This is an optimization exercise on Yosys and OpenROAD, whose aim is small area, a short achievable clock period and few clock cycles, not a production implementation. Function was not checked in any run shown here: the RTL went through the layout flow alone.

--- design.v ---
`timescale 1ns / 1ps
package rau_pkg;
  localparam logic [1:0] ACT_REDUCE = 2'd0;
  localparam logic [1:0] ACT_ADD    = 2'd1;
  localparam logic [1:0] ACT_MUL    = 2'd2;
  localparam logic [1:0] ACT_EQUAL  = 2'd3;
endpackage
`timescale 1ns / 1ps
module rau_ctrl (
  input  logic               clk,
  input  logic               rst,
  input  logic               in_valid,
  output logic               in_stall,
  input  logic [1:0]         action,
  input  logic [31:0]        first_num,
  input  logic [31:0]        first_den,
  input  logic [31:0]        second_num,
  input  logic [31:0]        second_den,
  input  logic               take,       
  output logic               full,       
  output logic               pq_eq,      
  output logic               pq_eqv,     
  output logic [63:0]        p,
  output logic [63:0]        q
);
  logic        ofull, busy, run, last, is_add;
  logic [1:0]  oact;
  logic [31:0] oa, ob, oc, od;
  logic [4:0]  cnt;
  logic        da, dc, dq;
  logic [34:0] p_hi;
  logic [31:0] p_lo;
  logic [33:0] q_hi;
  logic [31:0] q_lo;
  assign in_stall = ofull;
  assign p = {p_hi[31:0], p_lo};
  assign q = {q_hi[31:0], q_lo};
  wire accept = in_valid && !ofull;
  wire prod = (oact == rau_pkg::ACT_ADD) || (oact == rau_pkg::ACT_MUL);
  wire start = ofull && !busy && (!full || take);
  wire [4:0] nxt = busy ? cnt + 5'd1 : 5'd0;
  wire add_now = (oact == rau_pkg::ACT_ADD);
  wire [34:0] ta = da ? {{3{oa[31]}}, oa} : 35'd0;
  wire [34:0] tc = dc ? {{3{oc[31]}}, oc} : 35'd0;
  wire [33:0] tb = dq ? {{2{ob[31]}}, ob} : 34'd0;
  wire [34:0] pacc = run ? p_hi : 35'd0;
  wire [33:0] qacc = run ? q_hi : 34'd0;
  wire [34:0] psum = pacc + (ta ^ {35{last}}) + (tc ^ {35{last}}) + {33'd0, last, 1'b0};
  wire [33:0] qsum = qacc + (tb ^ {34{last}}) + {33'd0, last};
  always_ff @(posedge clk) begin
    if (rst) begin
      ofull <= 1'b0;
      busy <= 1'b0;
      full <= 1'b0;
    end else begin
      if (take) full <= 1'b0;
      if (accept) ofull <= 1'b1;
      if (start) begin
        if (prod) begin
          busy <= 1'b1;
        end else begin
          ofull <= 1'b0;
          full <= 1'b1;
        end
      end else if (busy && last) begin
        busy <= 1'b0;
        ofull <= 1'b0;
        full <= 1'b1;
      end
    end
  end
  always_ff @(posedge clk) begin
    if (accept) begin
      oact <= action;
      oa <= first_num;
      ob <= first_den;
      oc <= second_num;
      od <= second_den;
    end
    da <= add_now ? od[nxt] : oc[nxt];
    dc <= add_now & ob[nxt];
    dq <= od[nxt];
    if (start) begin
      cnt <= 5'd0;
      run <= 1'b0;
      last <= 1'b0;
      pq_eq <= (oact == rau_pkg::ACT_EQUAL);
      pq_eqv <= (oa == oc) && (ob == od);
    end else if (busy) begin
      run <= 1'b1;
      cnt <= cnt + 5'd1;
      last <= (cnt == 5'd30);
    end
    if (start) begin
      p_hi <= {{3{oa[31]}}, {32{oa[31]}}};
      p_lo <= oa;
      q_hi <= {{2{ob[31]}}, {32{ob[31]}}};
      q_lo <= ob;
    end else if (busy) begin
      p_hi <= {psum[34], psum[34:1]};
      p_lo <= {psum[0], p_lo[31:1]};
      q_hi <= {qsum[33], qsum[33:1]};
      q_lo <= {qsum[0], q_lo[31:1]};
    end
  end
endmodule
`timescale 1ns / 1ps
module rau_datapath (
  input  logic               clk,
  input  logic               rst,
  input  logic               full,
  input  logic               pq_eq,
  input  logic               pq_eqv,
  input  logic [63:0]        p,
  input  logic [63:0]        q,
  output logic               take,
  output logic               out_valid,
  input  logic               out_stall,
  output logic [63:0]        out_num,
  output logic [63:0]        out_den,
  output logic               is_equal,
  output logic               status
);
  logic        busy, up, mode, done;
  logic [5:0]  s;
  logic [63:0] ra, rb;
  logic [64:0] xa, xb, ya, yb;
  assign out_valid = busy && done;
  assign out_num = yb[63:0];
  assign out_den = xb[63:0];
  assign take = full && (!busy || (done && !out_stall));
  wire [63:0] pm = p[63] ? (64'd0 - p) : p;
  wire [63:0] qm = q[63] ? (64'd0 - q) : q;
  wire zz = (p == 64'd0) && (q == 64'd0);
  wire [64:0] d1 = {1'b0, ra} - {1'b0, rb};
  wire [65:0] d2 = {2'b0, ra} - {1'b0, rb, 1'b0};
  wire c1 = !d1[64];
  wire c2 = !d2[65];
  wire [66:0] d4 = {3'b0, ra} - {1'b0, rb, 2'b0};
  wire c4 = !d4[66];
  wire [65:0] xs1 = {xa, 1'b1} + {xb ^ {65{mode}}, mode};
  wire [65:0] ys1 = {ya, 1'b1} + {yb ^ {65{mode}}, mode};
  wire [64:0] xs = xs1[65:1];
  wire [64:0] ys = ys1[65:1];
  wire [63:0] ra_n = c1 ? d1[63:0] : ra;
  wire [64:0] xa_n = c1 ? xs : xa;
  wire [64:0] ya_n = c1 ? ys : ya;
  wire shift_up = up && c2;
  wire shift_two = up && c4;
  wire swap = !shift_up && (s == 6'd0);
  wire rem_zero = c1 ? (ra == rb) : (ra == 64'd0);
  always_ff @(posedge clk) begin
    if (rst) begin
      busy <= 1'b0;
    end else if (take) begin
      busy <= 1'b1;
    end else if (busy && done && !out_stall) begin
      busy <= 1'b0;
    end
  end
  always_ff @(posedge clk) begin
    if (take) begin
      done <= pq_eq || (q == 64'd0);
      s <= 6'd0;
      up <= 1'b1;
      is_equal <= pq_eq && pq_eqv;
      status <= !pq_eq && zz;
      mode <= p[63] ^ q[63];
      ra <= pm;
      rb <= pq_eq ? 64'd0 : qm;
      xa <= 65'd1;
      xb <= 65'd0;
      ya <= 65'd0;
      yb <= (pq_eq || zz) ? 65'd0 : 65'd1;
    end else begin
      if (shift_up) begin
        ra <= ra;
        xa <= xa;
        ya <= ya;
      end else if (swap) begin
        ra <= rb;
        xa <= xb;
        ya <= yb;
      end else begin
        ra <= ra_n;
        xa <= xa_n;
        ya <= ya_n;
      end
      if (!done) begin
        if (shift_two) begin
          s <= s + 6'd2;
          rb <= {rb[61:0], 2'b0};
          xb <= {xb[62:0], 2'b0};
          yb <= {yb[62:0], 2'b0};
        end else if (shift_up) begin
          s <= s + 6'd1;
          rb <= {rb[62:0], 1'b0};
          xb <= {xb[63:0], 1'b0};
          yb <= {yb[63:0], 1'b0};
        end else if (swap) begin
          done <= rem_zero;
          up <= 1'b1;
          rb <= ra_n;
          xb <= xa_n;
          yb <= ya_n;
        end else begin
          s <= s - 6'd1;
          up <= 1'b0;
          rb <= {1'b0, rb[63:1]};
          xb <= {xb[64], xb[64:1]};
          yb <= {yb[64], yb[64:1]};
        end
      end
    end
  end
endmodule
`timescale 1ns / 1ps
module rational_arithmetic_unit #(
  parameter int OPERAND_WIDTH = 32
) (
  input  logic               clk,
  input  logic               rst,
  input  logic               in_valid,
  output logic               in_stall,
  input  logic [1:0]         action,
  input  logic signed [31:0] first_num,
  input  logic signed [31:0] first_den,
  input  logic signed [31:0] second_num,
  input  logic signed [31:0] second_den,
  output logic               out_valid,
  input  logic               out_stall,
  output logic signed [63:0] out_num,
  output logic signed [63:0] out_den,
  output logic               is_equal,
  output logic               status
);
  logic        take, full, pq_eq, pq_eqv;
  logic [63:0] p, q;
  rau_ctrl u_ctrl (.clk, .rst, .in_valid, .in_stall, .action, .first_num,
    .first_den, .second_num, .second_den, .take, .full, .pq_eq, .pq_eqv, .p, .q);
  rau_datapath u_dp (.clk, .rst, .full, .pq_eq, .pq_eqv, .p, .q, .take,
    .out_valid, .out_stall, .out_num, .out_den, .is_equal, .status);
endmodule
--- config.mk ---
export PLATFORM = sky130hd
export DESIGN_NAME = rational_arithmetic_unit
export DESIGN_NICKNAME = rational_arithmetic_unit
export VERILOG_FILES = /design/flow/design.v
export SDC_FILE = /design/flow/constraint.sdc
export NUM_CORES = 4
export LEC_CHECK = 0
export CAP_MARGIN = 20
export CORE_MARGIN = 2
export CORE_UTILIZATION = 40
export SETUP_SLACK_MARGIN = 5
export SLEW_MARGIN = 20
--- run.sh ---
#!/bin/bash
# synth_recipe.tcl (not shown) runs the flow's synth.tcl, then flattens the netlist and writes it again
# the make line also repeats each setting of config.mk as NAME=value (left out here)
make -C /OpenROAD-flow-scripts/flow DESIGN_CONFIG=/design/flow/config.mk WORK_HOME=/design/flow/orfs CLKGATE_MAP_FILE= SYNTH_SCRIPT=/design/flow/synth_recipe.tcl finish
--- constraint.sdc ---
create_clock -name core_clock -period 11.0 [get_ports {clk}]
set_input_delay 2.2000 -clock core_clock [delete_from_list [all_inputs] [get_ports {clk}]]
set_output_delay 2.2000 -clock core_clock [all_outputs]
set_load 0.01 [all_outputs]
==> run notes, run 1 <==
skew final=0.0363 ns; reg2reg end=u_dp.yb[61]; status=no timing/DRC/antenna violations; flops & latches, synth=676; Max Cap Viol=0; GRT Resource Usage Total=28.1%; Starting Density=40.3%; IO Port Bufs=265; total die area=0.150 mm²; I/O Pins=266; Reg2Reg Depth=16; syn_nets=7729; highest clock rate=0.173 GHz; Crit Path Category=in2reg; Final period util=52.7%; post-layout min period=5.80 ns; crit path DAT=6.25 ns; Reg clk slew, reported paths=0.07 ns; Post-Synthesis Cells=7164; remaining global-route overflow=0; CP max stage cell=inv_8; DR iter-0 viols=5596; DRT Pass-1 Iters=10; final max-slew violation count=0; count of different cell masters after synthesis=87; fillers=14.5k; Vias=55.5k; share of cells above drive strength 1=4.45%; GP Congestion=0.996; CTS tree=yes; Synth Flop Type=edfxtp_1; first-pass GRT wire length=329000 µm; commonest non-fill, non-tap cell in the layout=nand2_1; drt total wl=219000 µm; clk buf depth=3; number of global-route vias before repair=51.7k; RSZ-0062 raised after global routing=yes; Post-Syn Area=0.0586 mm²; clk latency of the worst-skew pair=0.72 ns; sequential fraction of the synthesis area=30.9%; Detail Route Antenna Nets=0; Rel. slew slack=21.6%; Mapped Avg Cell Area=8.19 µm²; slowest stage delay, CP=0.60 ns; largest net degree at the start of global routing=154; Worst-Margin Slew=1.17 ns; Worst setup EP type=register; Vias/cell=6.18; Final Hold Viols=0; die height=387 µm; Root Buffer=clkbuf_16; Synth-to-Final Area Change=10.5%; Final nets=7568; CP most frequent cell=buf_6; Worst Min Path Start=u_dp.ya[28]; EDFF count, synth=459; data required time at the worst endpoint=11.45 ns; ys async rst share=0%; Hold Crit Class=reg2reg; initial antenna violation count=6; Rows=140; Min Hold Slack=0.467 ns; Worst Hold End=u_dp.ya[28]; final setup violation count=0; total CTS buffers=86; r2r setup slk=5.21 ns; Hold Crit Depth=2; post-detailed-route wirelength per cell=24.4 µm; most frequent cells in the layout=nand2_1, a21oi_1, o21ai_0; H-tree depth=3; kind of cell adding the most delay to the critical path=buffers and inverters; setup TNS=0 ns; CP cell instances=clkdlybuf4s50_1 > o21ai_0 > nand2_4 > inv_8 > buf_6 > buf_6 > nor3_2 > buf_4 > nand2_1 > o211ai_1; Die W=387 µm; Remaining DRCs=0; hpwl dp=157000 µm; FF-to-FF Start=u_dp.mode; YS warnings=2; Placeable Area=0.146 mm²; Buffers & Inverters on Critical Path=5; clk sink count=676; CP startpoint kind=input port; ANT cells=0; Crit Path Max Fanout=73
==> what timing repair did <==
item                                    CTS  global route
resized for setup                         3            10
endpoints found under the setup margin   13           118
endpoints found under the hold margin     0             0
hold buffers                              0             0
setup buffers                             0             1
pin swaps                                 1             0
==> cell usage after synthesis, types with 27 or more instances <==
master    count  share of area, %
xor2_1      338               5.0
dfxtp_1     217               7.4
xnor2_1     314               4.7
a22oi_1      47              0.60
a211oi_1    171               2.2
nand2b_1     41              0.44
o211ai_1     73              0.93
and3_1       32              0.34
clkbuf_1    398               2.5
nand3_1     103              0.88
o21a_1       35              0.45
nor2_1      585               3.7
o21bai_1     55              0.70
and2_1       73              0.78
edfxtp_1    459                24
a31oi_1      65              0.69
a222oi_1     47              0.80
a221oi_1     27              0.40
inv_1       185               1.2
or3_1        39              0.42
nand2_1     866               5.5
o221ai_1     29              0.43
buf_4       128               1.6
nor4_1       64              0.68
nor3_1      108              0.92
o22ai_1      65              0.69
o21ai_0     651               5.6
nor2b_1      40              0.43
buf_1        60              0.38
ha_1        393               8.4
mux2i_1      70               1.2
a21oi_1     676               5.8
a21o_1      190               2.4
nand4_1     106               1.1
fa_1         38               1.3
o41ai_1      28              0.42
o31ai_1      62              0.79
==> through the flow <==
stage	worst slack (ns)	instance area [µm²]	utilization, %	cells
floorplan	5.11	58700	-	7164
global placement	4.25	61700	42.4	8829
detailed placement	4.21	61700	42.4	8829
CTS	5.07	64700	44.4	8986
global route	4.96	64800	44.5	8989
finish	5.20	64800	44.5	8989
==> per-layer routing <==
metal / GRT usage (%) / part of all wire [%]
met1: 38.5 / 43
met2: 43.8 / 44
met3: 3.91 / 8.2
met4: 12.5 / 4.9
met5: 0 / 0.0055
==> layout make-up <==
type                            count  area (µm²)  area share [%]
Sequential cell                   676       18100            28.0
Multi-Input combinational cell   5710       37300            57.5
Inverter                          189         732            1.13
Clock buffer                      112        2390            3.69
Timing Repair Buffer              340        3310            5.12
Clock inverter                     45         542           0.836
Tap cell                         1917        2400            3.70
==> worst max path at each step <==
stage / cells past startpoint / end / slack (ns) / from
floorplan: 8 / u_dp.rb[0] / 5.11 / out_stall
global placement: 11 / u_dp.yb[49] / 4.25 / out_stall
detailed placement: 11 / u_dp.yb[31] / 4.21 / out_stall
CTS: 19 / u_ctrl.p_hi[33] / 5.07 / u_ctrl.last
global route: 16 / u_dp.yb[60] / 4.96 / u_dp.ra[0]
finish: 10 / u_dp.rb[46] / 5.20 / out_stall
==> cells by family (layout without fill, tap and decap cells) <==
kind of cell	count (synthesis)	after routing	synth area share (%)
fa+ha+maj	431	431	9.68
simple gates	2131	2131	16.3
buf+inv	778	686	5.81
compound gates	2409	2409	25.7
xor+xnor	652	652	9.74
mux	87	87	1.79
flops	676	676	30.9
==> worst register-to-register path, stage by stage, from the launching register on <==
cell	delay, ns
edfxtp_1	0.32
buf_4	0.47
buf_12	0.53
xor2_1	0.33
ha_1	0.42
o21a_1	0.16
o21ai_0	0.17
a211o_1	0.28
a21oi_1	0.35
o21a_1	0.35
o21ai_0	0.32
o31ai_1	0.72
a21oi_1	0.26
o21ai_0	0.29
xnor2_1	0.22
a311oi_1	0.15
a21o_1	0.22
==> state kept, by name, summed over array words and instances (netlist names), 33 cells and up <==
signal / flops
u_dp.ra: 64
u_dp.ya: 65
u_dp.xb: 65
u_dp.xa: 65
u_dp.yb: 65
u_ctrl.q_hi: 33
u_dp.rb: 64
u_ctrl.p_hi: 34
==> run 2: changes to the inputs <==
--- a/design.v
+++ b/design.v
@@ -24,12 +24,12 @@
   output logic [63:0]        q
 );
-  logic        ofull, busy, run, last, is_add;
+  logic        ofull, busy, run, last;
   logic [1:0]  oact;
   logic [31:0] oa, ob, oc, od;
-  logic [4:0]  cnt;
-  logic        da, dc, dq;
-  logic [34:0] p_hi;
+  logic [3:0]  cnt;
+  logic [2:0]  da, dc, dq;      
+  logic [35:0] p_hi;
   logic [31:0] p_lo;
-  logic [33:0] q_hi;
+  logic [34:0] q_hi;
   logic [31:0] q_lo;
   assign in_stall = ofull;
@@ -39,13 +39,31 @@
   wire prod = (oact == rau_pkg::ACT_ADD) || (oact == rau_pkg::ACT_MUL);
   wire start = ofull && !busy && (!full || take);
-  wire [4:0] nxt = busy ? cnt + 5'd1 : 5'd0;
+  wire [3:0] nxt = busy ? cnt + 4'd1 : 4'd0;
   wire add_now = (oact == rau_pkg::ACT_ADD);
-  wire [34:0] ta = da ? {{3{oa[31]}}, oa} : 35'd0;
-  wire [34:0] tc = dc ? {{3{oc[31]}}, oc} : 35'd0;
-  wire [33:0] tb = dq ? {{2{ob[31]}}, ob} : 34'd0;
-  wire [34:0] pacc = run ? p_hi : 35'd0;
-  wire [33:0] qacc = run ? q_hi : 34'd0;
-  wire [34:0] psum = pacc + (ta ^ {35{last}}) + (tc ^ {35{last}}) + {33'd0, last, 1'b0};
-  wire [33:0] qsum = qacc + (tb ^ {34{last}}) + {33'd0, last};
+  function automatic logic [2:0] bdig(input logic [31:0] y, input logic [3:0] j);
+    logic [32:0] ye;
+    ye = {y, 1'b0};
+    bdig = {ye[{1'b0, j, 1'b0} + 6'd2], ye[{1'b0, j, 1'b0} + 6'd1], ye[{1'b0, j, 1'b0}]};
+  endfunction
+  function automatic logic [35:0] bpp(input logic [31:0] x, input logic [2:0] b);
+    logic [35:0] xe, m;
+    logic one, two, neg;
+    xe = {{4{x[31]}}, x};
+    one = b[1] ^ b[0];
+    two = (b == 3'b100) || (b == 3'b011);
+    neg = b[2] && !(b == 3'b111);
+    m = one ? xe : (two ? {xe[34:0], 1'b0} : 36'd0);
+    bpp = m ^ {36{neg}};
+  endfunction
+  wire na = da[2] && !(da == 3'b111);
+  wire nc = dc[2] && !(dc == 3'b111);
+  wire nq = dq[2] && !(dq == 3'b111);
+  wire [35:0] ta = bpp(oa, da);
+  wire [35:0] tc = bpp(oc, dc);
+  wire [35:0] tb = bpp(ob, dq);
+  wire [35:0] pacc = run ? p_hi : 36'd0;
+  wire [34:0] qacc = run ? q_hi : 35'd0;
+  wire [35:0] psum = pacc + ta + tc + {34'd0, na & nc, na ^ nc};
+  wire [34:0] qsum = qacc + tb[34:0] + {34'd0, nq};
   always_ff @(posedge clk) begin
     if (rst) begin
@@ -78,9 +96,9 @@
       od <= second_den;
     end
-    da <= add_now ? od[nxt] : oc[nxt];
-    dc <= add_now & ob[nxt];
-    dq <= od[nxt];
+    da <= bdig(add_now ? od : oc, nxt);
+    dc <= add_now ? bdig(ob, nxt) : 3'b000;
+    dq <= bdig(od, nxt);
     if (start) begin
-      cnt <= 5'd0;
+      cnt <= 4'd0;
       run <= 1'b0;
       last <= 1'b0;
@@ -89,17 +107,17 @@
     end else if (busy) begin
       run <= 1'b1;
-      cnt <= cnt + 5'd1;
-      last <= (cnt == 5'd30);
+      cnt <= cnt + 4'd1;
+      last <= (cnt == 4'd14);
     end
     if (start) begin
-      p_hi <= {{3{oa[31]}}, {32{oa[31]}}};
+      p_hi <= {{4{oa[31]}}, {32{oa[31]}}};
       p_lo <= oa;
-      q_hi <= {{2{ob[31]}}, {32{ob[31]}}};
+      q_hi <= {{3{ob[31]}}, {32{ob[31]}}};
       q_lo <= ob;
     end else if (busy) begin
-      p_hi <= {psum[34], psum[34:1]};
-      p_lo <= {psum[0], p_lo[31:1]};
-      q_hi <= {qsum[33], qsum[33:1]};
-      q_lo <= {qsum[0], q_lo[31:1]};
+      p_hi <= {{2{psum[35]}}, psum[35:2]};
+      p_lo <= {psum[1:0], p_lo[31:2]};
+      q_hi <= {{2{qsum[34]}}, qsum[34:2]};
+      q_lo <= {qsum[1:0], q_lo[31:2]};
     end
   end
==> flow/run.sh (new file) <==
#!/bin/bash
# Standard layout, with the timing repair aimed below the clock period.
set -euo pipefail
bash standard.sh finish SETUP_SLACK_MARGIN=7.5 > flow_orfs.log 2>&1
==> standard.sh (new file) <==
#!/bin/bash
# synth_recipe.tcl (not shown) runs the flow's synth.tcl, then flattens the netlist and writes it again
# the make line also repeats each setting of config.mk as NAME=value (left out here)
make -C /OpenROAD-flow-scripts/flow DESIGN_CONFIG=/design/flow/config.mk WORK_HOME=/design/flow/orfs CLKGATE_MAP_FILE= SYNTH_SCRIPT=/design/flow/synth_recipe.tcl "${@:-finish}"
--- a/config.mk
+++ b/config.mk
@@ -9,4 +9,3 @@
 export CORE_MARGIN = 2
 export CORE_UTILIZATION = 40
-export SETUP_SLACK_MARGIN = 5
 export SLEW_MARGIN = 20
removed: run.sh
==> run 2 against run 1 <==
First-iteration DRC count increased by 78%. Still clean on timing, DRC and antenna. Sequential share of layout area decreased by 7.4 points. Wire length increased by 40%. Register-to-register slack improved by 0.69 ns. Highest routed layer unchanged. Worst hold slack improved by 0.010 ns. Global-route usage increased by 8.1 points. Final area increased by 39%. Utilization increased by 16 points.
==> run notes, run 2 <==
fillers=11.8k (was 14.5k); slowest stage delay, CP=0.53 ns (was 0.60 ns); CP max stage cell=fa_2 (was inv_8); final max-slew violation count=0 (unchanged); DR iter-0 viols=9986 (was 5596); Final period util=46.4% (was 52.7%); status=no timing/DRC/antenna violations (unchanged); Post-CTS Hold Buffers=0 (unchanged); kind of cell adding the most delay to the critical path=adder cells (was buffers and inverters); Root Buffer=clkbuf_16 (unchanged); commonest non-fill, non-tap cell in the layout=buf_4 (was nand2_1); Worst-Margin Slew=1.31 ns (was 1.17 ns); EDFF count, synth=459 (unchanged); drt total wl=306000 µm (was 219000 µm); ys async rst share=0% (unchanged); top-area cell type share of the netlist area=23.0% (was 23.5%); multi-input logic area=0.0475 mm² (was 0.0373 mm²); Worst setup EP type=register (unchanged); setup TNS=0 ns (unchanged); final setup violation count=0 (unchanged); Mapped Avg Cell Area=8.36 µm² (was 8.19 µm²); commonest cells in the netlist=nand2_1, o21ai_0, a21oi_1 (was nand2_1, a21oi_1, o21ai_0); Final Hold Viols=0 (unchanged); crit path DAT=5.56 ns (was 6.25 ns); Synth-to-Final Area Change=49.7% (was 10.5%); Synth area leaders=edfxtp_1, ha_1, dfxtp_1, xor2_1, o21ai_0 (was edfxtp_1, ha_1, dfxtp_1, a21oi_1, o21ai_0); I/O Pins=266 (unchanged); Detail Route Antenna Nets=0 (unchanged); reg2reg end=u_ctrl.p_hi[34] (was u_dp.yb[61]); YS warnings=2 (unchanged); Crit Path Category=reg2reg (was in2reg); first-pass GRT wire length=416000 µm (was 329000 µm); Max Cap Viol=0 (unchanged); clk latency of the worst-skew pair=0.73 ns (was 0.72 ns); remaining global-route overflow=0 (unchanged); count leader, synth=nand2_1 (unchanged); CP most frequent cell=inv_2 (was buf_6); Synth Flop Type=edfxtp_1 (unchanged); Hold Crit Depth=2 (unchanged); fin cells=10.3k (was 8989); Register Area=0.0185 mm² (was 0.0181 mm²); count of different cell masters after synthesis=88 (was 87); Hold Crit Class=reg2reg (unchanged); Post-Syn Area=0.0600 mm² (was 0.0586 mm²); design area=0.0899 mm² (was 0.0648 mm²); Starting Density=40.2% (was 40.3%); Crit Path Max Fanout=5 (was 73); die height=391 µm (was 387 µm); Synth area leader=edfxtp_1 (unchanged); Buffers & Inverters on Critical Path=4 (was 5); initial antenna violation count=11 (was 6); Reg2Reg Depth=24 (was 16); data required time at the worst endpoint=11.46 ns (was 11.45 ns); syn_nets=7792 (was 7729); share of cells above drive strength 1=36.5% (was 4.45%); RSZ-0062 raised after global routing=yes (unchanged); skew final=0.0350 ns (was 0.0363 ns); post-detailed-route wirelength per cell=29.6 µm (was 24.4 µm); GRT Resource Usage Total=36.1% (was 28.1%); DP Cell Count=8952 (was 8829); highest clock rate=0.196 GHz (was 0.173 GHz); Vias/cell=6.57 (was 6.18); clk buf depth=3 (unchanged); FF-to-FF Start=u_ctrl.dc[0] (was u_dp.mode); CTS tree=yes (unchanged); number of global-route vias before repair=62.2k (was 51.7k); H-tree depth=3 (unchanged); Util after Layout=60.2% (was 44.5%); Remaining DRCs=0 (unchanged); Final nets=8861 (was 7568); Post-Synthesis Cells=7185 (was 7164); hpwl dp=161000 µm (was 157000 µm); Worst Hold End=u_dp.xa[39] (was u_dp.ya[28]); sequential fraction of the synthesis area=30.4% (was 30.9%); Die W=391 µm (was 387 µm); Placeable Area=0.149 mm² (was 0.146 mm²); clk sink count=681 (was 676); Reg clk slew, reported paths=0.06 ns (was 0.07 ns); Cell Area, Placed=0.0641 mm² (was 0.0617 mm²); Worst Min Path Start=u_dp.xa[39] (was u_dp.ya[28]); total die area=0.153 mm² (was 0.150 mm²); largest net degree at the start of global routing=196 (was 154); total CTS buffers=84 (was 86); IO Port Bufs=265 (unchanged); Rel. slew slack=12.4% (was 21.6%); DRT Pass-1 Iters=11 (was 10); Rows=142 (was 140); post-layout min period=5.10 ns (was 5.80 ns); r2r setup slk=5.90 ns (was 5.21 ns); Vias=68.0k (was 55.5k); most frequent cells in the layout=buf_4, nand2_1, nor2_1 (was nand2_1, a21oi_1, o21ai_0); flops & latches, synth=681 (was 676); CP startpoint kind=register (was input port); CP cell instances=inv_2 > ha_4 > nor2_4 > a22oi_2 > xor2_1 > fa_1 > inv_2 > fa_2 > inv_2 > ha_4 > inv_2 > fa_2 > nor2b_2 > o21ai_2 > a21oi_2 > o211ai_1 > or4b_4 > a21oi_4 > nor3_4 > o41ai_4 > o2111ai_1 > a21oi_1 > xnor2_1 > a21oi_1 (was clkdlybuf4s50_1 > o21ai_0 > nand2_4 > inv_8 > buf_6 > buf_6 > nor3_2 > buf_4 > nand2_1 > o211ai_1); GP Congestion=0.971 (was 0.996)
==> run 2: cell types whose count changed after synthesis, sizes merged, moves of 18 or more <==
| cell | delta |
|---|---|
| nor2 | -22 |
| o211ai | +19 |
| and2 | +18 |
| nand3 | -23 |
| o21ai | -28 |
| nand2 | -123 |
| ha | +41 |
| mux2 | +27 |
| xnor2 | -99 |
| a22oi | +82 |
| xor2 | +106 |
| mux2i | +35 |
| a211oi | +51 |
| a21oi | -46 |
==> run 2: cell families after synthesis <==
| group | count (synthesis) | share of synthesized area [%] |
|---|---|---|
| and+or+nand+nor | 1979 | 15.0 |
| adders and majority gates | 473 | 10.3 |
| buffers and inverters | 783 | 5.72 |
| DFF | 681 | 30.4 |
| muxes | 153 | 2.99 |
| xor gates and xnor gates | 659 | 9.61 |
| AOI/OAI and AO/OA | 2457 | 26.0 |
==> run 2: timing repair <==
item / in CTS / in global routing
gates resized for setup: 2507 / 750
buffers inserted: 780 / 288
cloned: 134 / 30
setup endpoints to repair: 1065 / 885
pin swaps: 664 / 537
==> run 2: area by class of cell <==
cell class	instances	share of cell area [%]
antenna	5	0.0139
clock buffer	101	2.56
clock inverter	52	0.559
inverter	196	0.881
multi-input combinational	5737	52.8
sequential	681	20.6
tap	2016	2.81
timing repair buffer	1549	19.8
timing repair inverter	5	0.0431
==> run 2: through the flow <==
| step | setup slack, ns | hold WS, ns |
|---|---|---|
| global placement | 4.51 | 0.453 |
| global route | 5.71 | 0.500 |
| detailed placement | 4.50 | 0.457 |
| floorplan | 5.90 | 0.437 |
| CTS | 5.84 | 0.467 |
| finish | 5.90 | 0.477 |
==> run 2: metal layers <==
layer	track usage [%]	wire length (µm)	share of wire, %	up-vias
met5	0	86	0.028	-
met4	26.3	30600	10	12
met3	9.28	38800	13	1719
met2	53.9	128000	42	5188
met1	45.1	109000	36	32303
li1	-	-	-	28737
==> run 2: how the worst max path moves through the flow <==
stage | startpoint | end | cells past startpoint
detailed placement | out_stall | u_dp.ra[14] | 9
global route | u_ctrl.dc[0] | u_ctrl.p_hi[34] | 24
global placement | out_stall | u_dp.ra[12] | 9
CTS | u_ctrl.dc[0] | u_ctrl.p_hi[34] | 24
floorplan | out_stall | u_dp.rb[0] | 7
finish | u_ctrl.dc[0] | u_ctrl.p_hi[34] | 24
==> run 2: worst reg2reg max path: stages (launching register included) <==
cell and delay (ns):
dfxtp_2 0.35, inv_2 0.05, ha_4 0.28, nor2_4 0.18, a22oi_2 0.09, xor2_1 0.17
fa_1 0.50, inv_2 0.04, fa_2 0.53, inv_2 0.04, ha_4 0.15, inv_2 0.05
fa_2 0.20, nor2b_2 0.05, o21ai_2 0.17, a21oi_2 0.10, o211ai_1 0.25, or4b_4 0.53
a21oi_4 0.19, nor3_4 0.07, o41ai_4 0.27, o2111ai_1 0.17, a21oi_1 0.21, xnor2_1 0.14
a21oi_1 0.08
==> run 3: changes to the inputs <==
==> flow/run.sh (replaced) <==
#!/bin/bash
# Standard layout, with the timing repair aimed below the clock period.
set -euo pipefail
bash standard.sh finish SETUP_SLACK_MARGIN=6.5 > flow_orfs.log 2>&1
==> run 3 against run 2 <==
Still clean. Die area is the same. Maximum frequency shrank 2.0%. Non-clock buffer count decreased by 1069.
==> run notes, run 3 <==
layer with the highest usage=met2 (unchanged); Reg clk slew, reported paths=0.06 ns (about the same); share of cells above drive strength 1=9.39% (was 36.5%); Root Buffer=clkbuf_16 (unchanged); Placeable Area=0.149 mm² (unchanged); Crit Path Max Fanout=5 (unchanged); Synth area leaders=edfxtp_1, ha_1, dfxtp_1, xor2_1, o21ai_0 (unchanged); drt total wl=238000 µm (was 306000 µm); Rows=142 (unchanged); count leader, synth=nand2_1 (unchanged); GP Congestion=0.992 (was 0.971); ys async rst share=0% (unchanged); GRT Resource Usage Total=29.5% (was 36.1%); Final nets=7783 (was 8861); Post-Synthesis Cells=7185 (unchanged); Final Hold Viols=0 (unchanged); M2 GR Usage=45.5% (was 53.9%); EDFF count, synth=459 (unchanged); RSZ-0062 raised after global routing=yes (unchanged); top-area cell type share of the netlist area=23.0% (unchanged); Worst setup EP type=register (unchanged); reg2reg end=u_ctrl.p_hi[31] (was u_ctrl.p_hi[34]); IO Port Bufs=265 (unchanged); Reg2Reg Depth=26 (was 24); clk buf depth=3 (unchanged); kind of cell adding the most delay to the critical path=adder cells (unchanged); Max Cap Viol=0 (unchanged); Synth-to-Final Area Change=16.0% (was 49.7%); Rel. slew slack=13.0% (was 12.4%); Mapped Avg Cell Area=8.36 µm² (unchanged); status=no timing/DRC/antenna violations (unchanged); I/O Pins=266 (unchanged); skew final=0.0410 ns (was 0.0350 ns); highest clock rate=0.192 GHz (was 0.196 GHz); Die W=391 µm (unchanged); Hold Crit Class=reg2reg (unchanged); Vias/cell=6.20 (was 6.57); H-tree depth=3 (unchanged); clk sink count=681 (unchanged); final max-slew violation count=0 (unchanged); DRT Pass-1 Iters=9 (was 11); Post-CTS Hold Buffers=0 (unchanged); Util after Layout=46.6% (was 60.2%); sequential fraction of the synthesis area=30.4% (unchanged); first-pass GRT wire length=346000 µm (was 416000 µm); Detail Route Antenna Nets=0 (unchanged); post-detailed-route wirelength per cell=25.7 µm (was 29.6 µm); data required time at the worst endpoint=11.44 ns (was 11.46 ns); FF-to-FF Start=u_ctrl.dc[0] (unchanged); final setup violation count=0 (unchanged); fillers=14.5k (was 11.8k); most frequent cells in the layout=nand2_1, a21oi_1, o21ai_0 (was buf_4, nand2_1, nor2_1); Buffers & Inverters on Critical Path=6 (was 4); clk latency of the worst-skew pair=0.73 ns (about the same); setup TNS=0 ns (unchanged); crit path DAT=5.65 ns (was 5.56 ns); count of different cell masters after synthesis=88 (unchanged); die height=391 µm (unchanged); crit path launch=u_ctrl.dc[0] (unchanged); Synth Flop Type=edfxtp_1 (unchanged); capture point of the critical path=u_ctrl.p_hi[31] (was u_ctrl.p_hi[34]); Vias=57.4k (was 68.0k); largest net degree at the start of global routing=183 (was 196); syn_nets=7792 (unchanged); post-layout min period=5.21 ns (was 5.10 ns); commonest cells in the netlist=nand2_1, o21ai_0, a21oi_1 (unchanged); ANT cells=0 (was 5); commonest non-fill, non-tap cell in the layout=nand2_1 (was buf_4); number of global-route vias before repair=53.4k (was 62.2k); initial antenna violation count=4 (was 11); Remaining DRCs=0 (unchanged); DR iter-0 viols=6208 (was 9986); slowest stage delay, CP=0.54 ns (was 0.53 ns); remaining global-route overflow=0 (unchanged); Post-Syn Area=0.0600 mm² (unchanged); routing usage on met1=39.9% (was 45.1%); CP max stage cell=or4b_4 (was fa_2); total die area=0.153 mm² (unchanged); Starting Density=40.2% (unchanged); Min Hold Slack=0.474 ns (was 0.477 ns); Crit Path Category=reg2reg (unchanged); hpwl dp=162000 µm (was 161000 µm); WP depth=26 (was 24); r2r setup slk=5.79 ns (was 5.90 ns); Final period util=47.3% (was 46.4%); Worst-Margin Slew=1.30 ns (was 1.31 ns); CP startpoint kind=register (unchanged); YS warnings=2 (unchanged); Synth area leader=edfxtp_1 (unchanged); flops & latches, synth=681 (unchanged); total CTS buffers=87 (was 84); met3 usage=5.14% (was 9.28%); CTS tree=yes (unchanged)
## run 3: changes by cell type in the layout (fill, tap and decap cells not counted), sizes merged, moves of 2 or more
cell           before  now
clkdlybuf4s15       4    0
nand2             746  744
clkbuf            126  121
buf              1368  193
clkdlybuf4s50     132  265
a21o              193  190
bufbuf             20   10
clkinvlp           14    7
diode               5    0
clkinv             34   30
nor2              568  565
## run 3: routing by layer
metal	wire (µm)	up-vias
met2	104000	2681
met1	101000	27723
met3	20100	490
met4	13100	0
li1	-	26500
met5	0	-
## run 3: cells by family after synthesis
group | after synthesis | share of synthesized area (%)
xor gates and xnor gates | 659 | 9.61
buffers and inverters | 783 | 5.72
adders and majority gates | 473 | 10.3
and+or+nand+nor | 1979 | 15.0
DFF | 681 | 30.4
muxes | 153 | 2.99
AOI/OAI and AO/OA | 2457 | 26.0
## run 3: worst min path at each step
stage / start / endpoint / slack [ns] / cells after the start
floorplan: u_dp.xa[46] / u_dp.xa[46] / 0.43 / 2
global route: u_dp.xa[46] / u_dp.xa[46] / 0.49 / 2
global placement: u_dp.xa[46] / u_dp.xa[46] / 0.45 / 2
detailed placement: u_dp.xa[46] / u_dp.xa[46] / 0.46 / 2
CTS: u_dp.xa[46] / u_dp.xa[46] / 0.47 / 2
finish: u_dp.xa[46] / u_dp.xa[46] / 0.47 / 2
## run 3: worst min-delay path, delay by kind of cell, from the launching register on
family / cells / cell delay (ns)
AND/OR/NAND/NOR: 2 / 0.11
flip-flops: 1 / 0.32
## run 3: cell type report
type / count / area, µm² / share of cell area [%]
inverters: 196 / 768 / 1.10
flip-flops and latches: 681 / 18200 / 26.2
clock buffers: 109 / 2290 / 3.29
well taps: 2016 / 2520 / 3.62
repair buffers: 480 / 5270 / 7.56
clock inverters: 45 / 413 / 0.593
multi-input cells: 5729 / 40200 / 57.7
repair inverters: 1 / 8.76 / 0.0126
## run 3: per-stage QoR
stage                     std cells  setup slack, ns  instance area, µm²
final                          9257             5.79               69700
after CTS                      9183             5.78               68000
after floorplan                7185             5.90               60300
after global routing           9257             5.65               69700
after global placement         8961             4.85               63500
after detailed placement       8961             4.79               63500
## run 3: what timing repair did
item                                    CTS  global route
cloned                                   22            11
setup buffers                            46            63
resized for setup                       204           217
endpoints found under the setup margin  776           560
pin swaps                                45            72

[port drivers added, routing unchanged]
Ports are ideal in the flow. The routed layouts listed here were re-timed in OpenROAD. Step 1 (the two cells are an assumption about what drives the block):
set clk [get_ports {clk}]
set_driving_cell -lib_cell sky130_fd_sc_hd__clkbuf_16 $clk
set_driving_cell -lib_cell sky130_fd_sc_hd__buf_2 [delete_from_list [all_inputs] $clk]
Step 2 adds t to the input delays and takes it off the output delays; t is the mean of the earliest and latest rising clock arrival at the registers after step 1. Input paths then give back, and output paths get back, about the clock's delay inside the block. Slacks: no drivers / after step 1 / after step 2; pairs: no drivers / after step 1.
run | t, ns | setup slack, ns | worst slew at a driven data input, ns | cell pins on the clock port's net
run 1 | 0.781 | 5.203 / 5.209 / 4.471 | 0.06 | 1
run 2 | 0.795 | 5.895 / 5.895 / 5.895 | 0.07 | 1
run 3 | 0.798 | 5.793 / 5.793 / 5.793 | 0.06 | 1
After both steps setup and hold are still met in every run listed. The setup slack of run 1, which loses most, moves by +0.006 ns with the drivers and by -0.732 ns with both steps.
